This design comes from an exercise in tuning for small area on the open sky130 flow, not from production work.
Function was checked by simulation only, so behaviour that the tests miss may differ from the original.
Power and IR drop assume default switching activity.

Design issue_stage, start of the top module:
module issue_stage (
  input  logic                      clk,
  input  logic                      rst_n,
  input  logic                      flush,
  input  logic                      push,
  input  logic [70:0]               in_pair0,
  input  logic [70:0]               in_pair1,
  input  logic                      load_valid,
  input  logic [5-1:0] load_dest,
  output logic                      full,
  output logic [70:0]               lane0,
  output logic [70:0]               lane1,
  output logic                      swapped
);
Size: ~2600 cells after synthesis, ~610 flip-flops, ~0.026 mm² of cells after synthesis.
==> flow/config.mk <==
export PLATFORM = sky130hd
export DESIGN_NAME = issue_stage
export DESIGN_NICKNAME = issue_stage
export VERILOG_FILES = /design/flow/design.v
export SDC_FILE = /design/flow/constraint.sdc
export NUM_CORES = 4
export LEC_CHECK = 0
export CAP_MARGIN = 20
export CORE_MARGIN = 2
export CORE_UTILIZATION = 50
export GPL_ROUTABILITY_DRIVEN = 0
export GPL_TIMING_DRIVEN = 0
export SLEW_MARGIN = 20
==> flow/constraint.sdc <==
create_clock -name core_clock -period 5.5 [get_ports {clk}]
set_input_delay 1.1000 -clock core_clock [delete_from_list [all_inputs] [get_ports {clk}]]
set_output_delay 1.1000 -clock core_clock [all_outputs]
set_load 0.01 [all_outputs]
standard.sh (not shown) runs the stock make flow with config.mk's settings and CLKGATE_MAP_FILE= SYNTH_SCRIPT=/design/flow/synth_recipe.tcl, a recipe that flattens the netlist after the stock synthesis.
==> flow/flow/run.sh <==
#!/bin/bash
set -uo pipefail
bash standard.sh \
  "BUFFER_PORTS_ARGS=-buffer_cell sky130_fd_sc_hd__buf_1" \
  "CTS_ARGS=-sink_clustering_enable -repair_clock_nets -dont_use_dummy_load -sink_clustering_size 10 -sink_clustering_max_diameter 40 -buf_list sky130_fd_sc_hd__clkbuf_4" \
  finish > standard.log 2>&1
The first run finished with timing, DRC and antenna clean.
==> next run, changes <==
Settings changed: GPL_ROUTABILITY_DRIVEN 0 to not set, GPL_TIMING_DRIVEN 0 to not set.
The changed run ran to the end with no violations.
Count of clock-buffer cells in the layout climbs by 1.
Worst hold slack gets better by 73 ps.
Power drops slightly.
Design area drops slightly.
Area after synthesis is unchanged.
First-iteration DRC count drops by a quarter to a third.
Global-route usage drops by 1.9 points.
Sequential power climbs by a few percent.


## v22
Another version of the RTL of issue_stage (not shown whole).
For scale: roughly 300 I/O pins, about 26,000 um^2 of cells after synthesis.
Settings: LEC_CHECK=0, CAP_MARGIN=20, CORE_MARGIN=2, CORE_UTILIZATION=65, SLEW_MARGIN=20; clock period 5.5 ns.
Scripts as last shown in full above: flow/flow/run.sh
The following lists how v45 was set up differently from v22:
# v22
export LEC_CHECK = 0
export CAP_MARGIN = 20
export CORE_MARGIN = 2
export CORE_UTILIZATION = 65
export SLEW_MARGIN = 20
create_clock -name core_clock -period 5.5 [get_ports {clk}]
# v45
export LEC_CHECK = 0
export CAP_MARGIN = 20
export CORE_MARGIN = 2
export CORE_UTILIZATION = 60
export SLEW_MARGIN = 20
create_clock -name core_clock -period 5.5 [get_ports {clk}]
--- outcome ---
Each of the runs, namely v45 and v22, reached the end of the flow and came out clean.
From v22 to v45 the numbers moved as follows: worst setup slack went up by 0.034 ns, number of clock buffers in the layout went up by 4, post-layout total power went up by 85 uW, length of routed met3 wiring went up by 110 um.
v45 vs. v22: final non-filler cell area held steady, synthesis-to-layout area growth grew by 0.30 points.
Wire length after detailed routing grows by a few percent when moving from v22 to v45.
On via count, v22 tracks v45 almost exactly.
### v45 -> v32
# v45
export LEC_CHECK = 0
export CAP_MARGIN = 20
export CORE_MARGIN = 2
export CORE_UTILIZATION = 60
export SLEW_MARGIN = 20
create_clock -name core_clock -period 5.5 [get_ports {clk}]
# v32
export LEC_CHECK = 0
export CAP_MARGIN = 20
export CORE_MARGIN = 2
export CORE_UTILIZATION = 50
export SLEW_MARGIN = 20
create_clock -name core_clock -period 5.5 [get_ports {clk}]
[summary]
- In v32, the longest individual stage delay on the worst path came out 0.05 ns below the value in v45.
- Measured against v32, the first-iteration DRC count of v45 comes out at 1.2 times the reference value.
- met2 layer usage reported by global route in v32 is 7.8 points below v45.
- Changes observed in v32 relative to v45: number of CTS-inserted buffers now larger, placer's final routability congestion estimate shows a reduction of 5.6%, worst reg-to-reg setup slack higher.
- After detailed routing, v45 needs less wire than v32.
- Met1 global-route usage (v32 over v45): decrease, 6.2 points
- For v45, the launch point of the worst path was hd_e[0], unlike v32, where it was hd_e[1].
- v32 vs v45 on clock period minus final worst setup slack: v32 is the lower one.
- Against v45, via count in v32 fell slightly.


xenon:
The RTL this note starts from:
==> flow/design.v <==
module issue_stage (
  input  logic                      clk,
  input  logic                      rst_n,
  input  logic                      flush,
  input  logic                      push,
  input  logic [70:0]               in_pair0,
  input  logic [70:0]               in_pair1,
  input  logic                      load_valid,
  input  logic [5-1:0] load_dest,
  output logic                      full,
  output logic [70:0]               lane0,
  output logic [70:0]               lane1,
  output logic                      swapped
);
  logic [3:0][69:0] mem_e;   
  logic [3:0][69:0] mem_o;   
  logic [3:0] hd_e, hd_o;
  logic       hd_odd;
  logic [3:0] ln_e, ln_o;
  logic       ln_odd;
  logic [2:0] wr_ptr;
  logic [3:0] count;
  logic [1:0] lane_vld;
  logic [69:0] head_e, head_o, lane_e, lane_o;
  always_comb begin
    head_e = '1;
    head_o = '1;
    lane_e = '1;
    lane_o = '1;
    for (int k = 0; k < 4; k++) begin
      head_e = head_e & ~({70{hd_e[k]}} & mem_e[k]);
      head_o = head_o & ~({70{hd_o[k]}} & mem_o[k]);
      lane_e = lane_e & ~({70{ln_e[k]}} & mem_e[k]);
      lane_o = lane_o & ~({70{ln_o[k]}} & mem_o[k]);
    end
  end
  assign lane0 = {lane_vld[0], (ln_odd ^ swapped) ? lane_o : lane_e};
  assign lane1 = {lane_vld[1], (ln_odd ^ swapped) ? lane_e : lane_o};
  logic [5:0] op_e, op_o;
  logic [4:0] rs_e, rt_e, rs_o, rt_o, dest_e, dest_o;
  logic       rds_e, rdt_e, wr_e, br_e, mm_e;
  logic       rds_o, rdt_o, wr_o, br_o, mm_o;
  assign op_e = head_e[31:26];
  assign rs_e = head_e[25:21];
  assign rt_e = head_e[20:16];
  assign op_o = head_o[31:26];
  assign rs_o = head_o[25:21];
  assign rt_o = head_o[20:16];
  function automatic logic reads_rs(input logic [5:0] op);
    reads_rs = (op[5:4] == 2'b00 && op != 6'h00) || op[5:4] == 2'b01 ||
               op == 6'h20 || op == 6'h21 || op == 6'h30;
  endfunction
  function automatic logic reads_rt(input logic [5:0] op);
    reads_rt = (op[5:4] == 2'b00 && op != 6'h00) || op == 6'h21;
  endfunction
  function automatic logic writes(input logic [5:0] op);
    writes = (op[5:4] == 2'b00 && op != 6'h00) || op[5:4] == 2'b01 || op == 6'h20;
  endfunction
  function automatic logic is_branch(input logic [5:0] op);
    is_branch = op[5:4] == 2'b11 || op[5:1] == 5'b00110 || op[5:1] == 5'b01110;
  endfunction
  assign rds_e  = reads_rs(op_e);
  assign rdt_e  = reads_rt(op_e);
  assign wr_e   = writes(op_e);
  assign dest_e = (op_e[5:4] == 2'b00) ? head_e[15:11] : rt_e;
  assign br_e   = is_branch(op_e);
  assign mm_e   = op_e[5:4] == 2'b10;
  assign rds_o  = reads_rs(op_o);
  assign rdt_o  = reads_rt(op_o);
  assign wr_o   = writes(op_o);
  assign dest_o = (op_o[5:4] == 2'b00) ? head_o[15:11] : rt_o;
  assign br_o   = is_branch(op_o);
  assign mm_o   = op_o[5:4] == 2'b10;
  logic v0, v1, v_e, v_o;
  logic ld_e, ld_o, dep_oe, dep_eo;
  logic load_stall, pair_dep, conflict;
  logic mm0, br0, br1;
  logic iss0, iss1, swap;
  assign v0  = count != 4'd0;
  assign v1  = count > 4'd1;
  assign v_e = hd_odd ? v1 : v0;
  assign v_o = hd_odd ? v0 : v1;
  assign ld_e   = (rds_e && rs_e == load_dest) || (rdt_e && rt_e == load_dest);
  assign ld_o   = (rds_o && rs_o == load_dest) || (rdt_o && rt_o == load_dest);
  assign dep_oe = wr_e && ((rds_o && rs_o == dest_e) || (rdt_o && rt_o == dest_e));
  assign dep_eo = wr_o && ((rds_e && rs_e == dest_o) || (rdt_e && rt_e == dest_o));
  assign load_stall = load_valid && ((v_e && ld_e) || (v_o && ld_o));
  assign pair_dep   = hd_odd ? dep_eo : dep_oe;
  assign conflict   = (br_e && br_o) || (mm_e && mm_o);
  assign mm0        = hd_odd ? mm_o : mm_e;
  assign br0        = hd_odd ? br_o : br_e;
  assign br1        = hd_odd ? br_e : br_o;
  assign iss0 = v0 && !load_stall;
  assign iss1 = iss0 && v1 && !pair_dep && !conflict;
  assign swap = iss0 && (mm0 || (iss1 && !br0 && br1));
  logic [3:0] push_n, pop_n, count_nx;
  logic       accept;
  logic       step_e, step_o;
  assign accept   = push && !full && !flush;
  assign push_n   = accept ? 4'(in_pair0[70]) + 4'(in_pair1[70]) : 4'd0;
  assign pop_n    = 4'(iss0) + 4'(iss1);
  assign count_nx = count + push_n - pop_n;
  assign step_e = iss1 || (iss0 && !hd_odd);
  assign step_o = iss1 || (iss0 && hd_odd);
  always_ff @(posedge clk) begin
    if (!rst_n || flush) begin
      hd_e     <= 4'b0001;
      hd_o     <= 4'b0001;
      hd_odd   <= 1'b0;
      wr_ptr   <= '0;
      count    <= '0;
      full     <= 1'b0;
      lane_vld <= 2'b00;
      swapped  <= 1'b0;
    end else begin
      if (step_e) hd_e <= {hd_e[2:0], hd_e[3]};
      if (step_o) hd_o <= {hd_o[2:0], hd_o[3]};
      hd_odd   <= hd_odd ^ (iss0 && !iss1);
      wr_ptr   <= wr_ptr + push_n[2:0];
      count    <= count_nx;
      full     <= count_nx > 4'd6;
      lane_vld <= swap ? {iss0, iss1} : {iss1, iss0};
      swapped  <= swap;
    end
  end
  always_ff @(posedge clk) begin
    ln_e   <= hd_e;
    ln_o   <= hd_o;
    ln_odd <= hd_odd;
  end
  logic [1:0]  wr_e_idx, wr_o_idx;
  logic [69:0] wd_e, wd_o;
  assign wr_e_idx = 2'((wr_ptr + 3'd1) >> 1);
  assign wr_o_idx = wr_ptr[2:1];
  assign wd_e     = ~((!wr_ptr[0] && in_pair0[70]) ? in_pair0[69:0] : in_pair1[69:0]);
  assign wd_o     = ~(( wr_ptr[0] && in_pair0[70]) ? in_pair0[69:0] : in_pair1[69:0]);
  always_ff @(posedge clk) begin
    for (int k = 0; k < 4; k++) begin
      if (!full && wr_e_idx == 2'(k)) mem_e[k] <= wd_e;
      if (!full && wr_o_idx == 2'(k)) mem_o[k] <= wd_o;
    end
  end
endmodule
==> flow/config.mk <==
export PLATFORM = sky130hd
export DESIGN_NAME = issue_stage
export DESIGN_NICKNAME = issue_stage
export VERILOG_FILES = /design/flow/design.v
export SDC_FILE = /design/flow/constraint.sdc
export NUM_CORES = 4
export LEC_CHECK = 0
export CAP_MARGIN = 20
export CORE_MARGIN = 2
export CORE_UTILIZATION = 50
export SLEW_MARGIN = 20
==> flow/constraint.sdc <==
create_clock -name core_clock -period 5.5 [get_ports {clk}]
set_input_delay 1.1000 -clock core_clock [delete_from_list [all_inputs] [get_ports {clk}]]
set_output_delay 1.1000 -clock core_clock [all_outputs]
set_load 0.01 [all_outputs]
==> flow/flow/run.sh <==
#!/bin/bash
set -uo pipefail
bash standard.sh \
  "BUFFER_PORTS_ARGS=-buffer_cell sky130_fd_sc_hd__buf_1" \
  "CTS_ARGS=-sink_clustering_enable -repair_clock_nets -dont_use_dummy_load -sink_clustering_size 16 -sink_clustering_max_diameter 50 -buf_list sky130_fd_sc_hd__clkbuf_8" \
  finish > standard.log 2>&1
--- input diff xenon..zinc ---
==> flow/flow/run.sh <==
#!/bin/bash
set -uo pipefail
bash standard.sh \
  "BUFFER_PORTS_ARGS=-buffer_cell sky130_fd_sc_hd__buf_1" \
  "CTS_ARGS=-sink_clustering_enable -repair_clock_nets -dont_use_dummy_load -sink_clustering_size 10 -sink_clustering_max_diameter 40 -buf_list sky130_fd_sc_hd__clkbuf_4" \
  finish > standard.log 2>&1
Results
zinc finished every step from synthesis to the final layout, and the layout passed the timing, DRC and antenna checks. xenon has completed all stages; timing, DRC and antenna checks passed. Against xenon, zinc comes in 30 higher on clock-buffer cell count. The worst setup margin number comes out lower for xenon vs zinc. zinc -> xenon: reported leakage power flat. Sequential share of layout area, xenon and zinc, lower one = xenon. Total power ended up 0.14 mW lower on zinc than on xenon. Across both runs, number of fillers in the final layout was higher for zinc than for xenon. Wire length on met3: higher on xenon. H-tree depth reported by CTS was higher in zinc than in xenon. From xenon to zinc the numbers moved as follows: post-layout minimum cycle time fell by 0.018 ns, final antenna diode count rose by 3.

-- static timing again, ports no longer ideal --
Ports are ideal in the flow. The routed layouts listed here were re-timed in OpenROAD. Step 1: set_driving_cell puts a clkbuf_16 on clk and a buf_2 on each other input, an assumption about the parent block. Step 2 also shifts input and output timing later by t, the mid clock arrival at the registers, as if the neighbouring blocks saw the same clock. a / b / c = no drivers / after step 1 / after step 2; a / b = the first two.
| run | t, ns | setup slack, ns | clock arrival spread, ns |
|---|---|---|---|
| the first run of note 1 | 0.896 | 0.200 / 0.200 / -0.353 | 0.118 / 0.118 |
| the second run of note 1 | 0.897 | 0.346 / 0.346 / 0.043 | 0.119 / 0.120 |
| v22 | 0.844 | 0.419 / 0.419 / 0.419 | 0.096 / 0.096 |
| v45 | 0.854 | 0.453 / 0.453 / 0.453 | 0.099 / 0.099 |
| v32 | 0.881 | 0.631 / 0.631 / 0.631 | 0.143 / 0.143 |
| xenon | 0.705 | 0.406 / 0.406 / 0.311 | 0.053 / 0.053 |
| zinc | 0.856 | 0.425 / 0.425 / 0.244 | 0.095 / 0.095 |
With both steps, setup timing fails in the first run of note 1, where it was met with ideal ports. The setup slack of the first run of note 1, which loses most, moves by 0.000 ns with the drivers and by -0.553 ns with both steps.
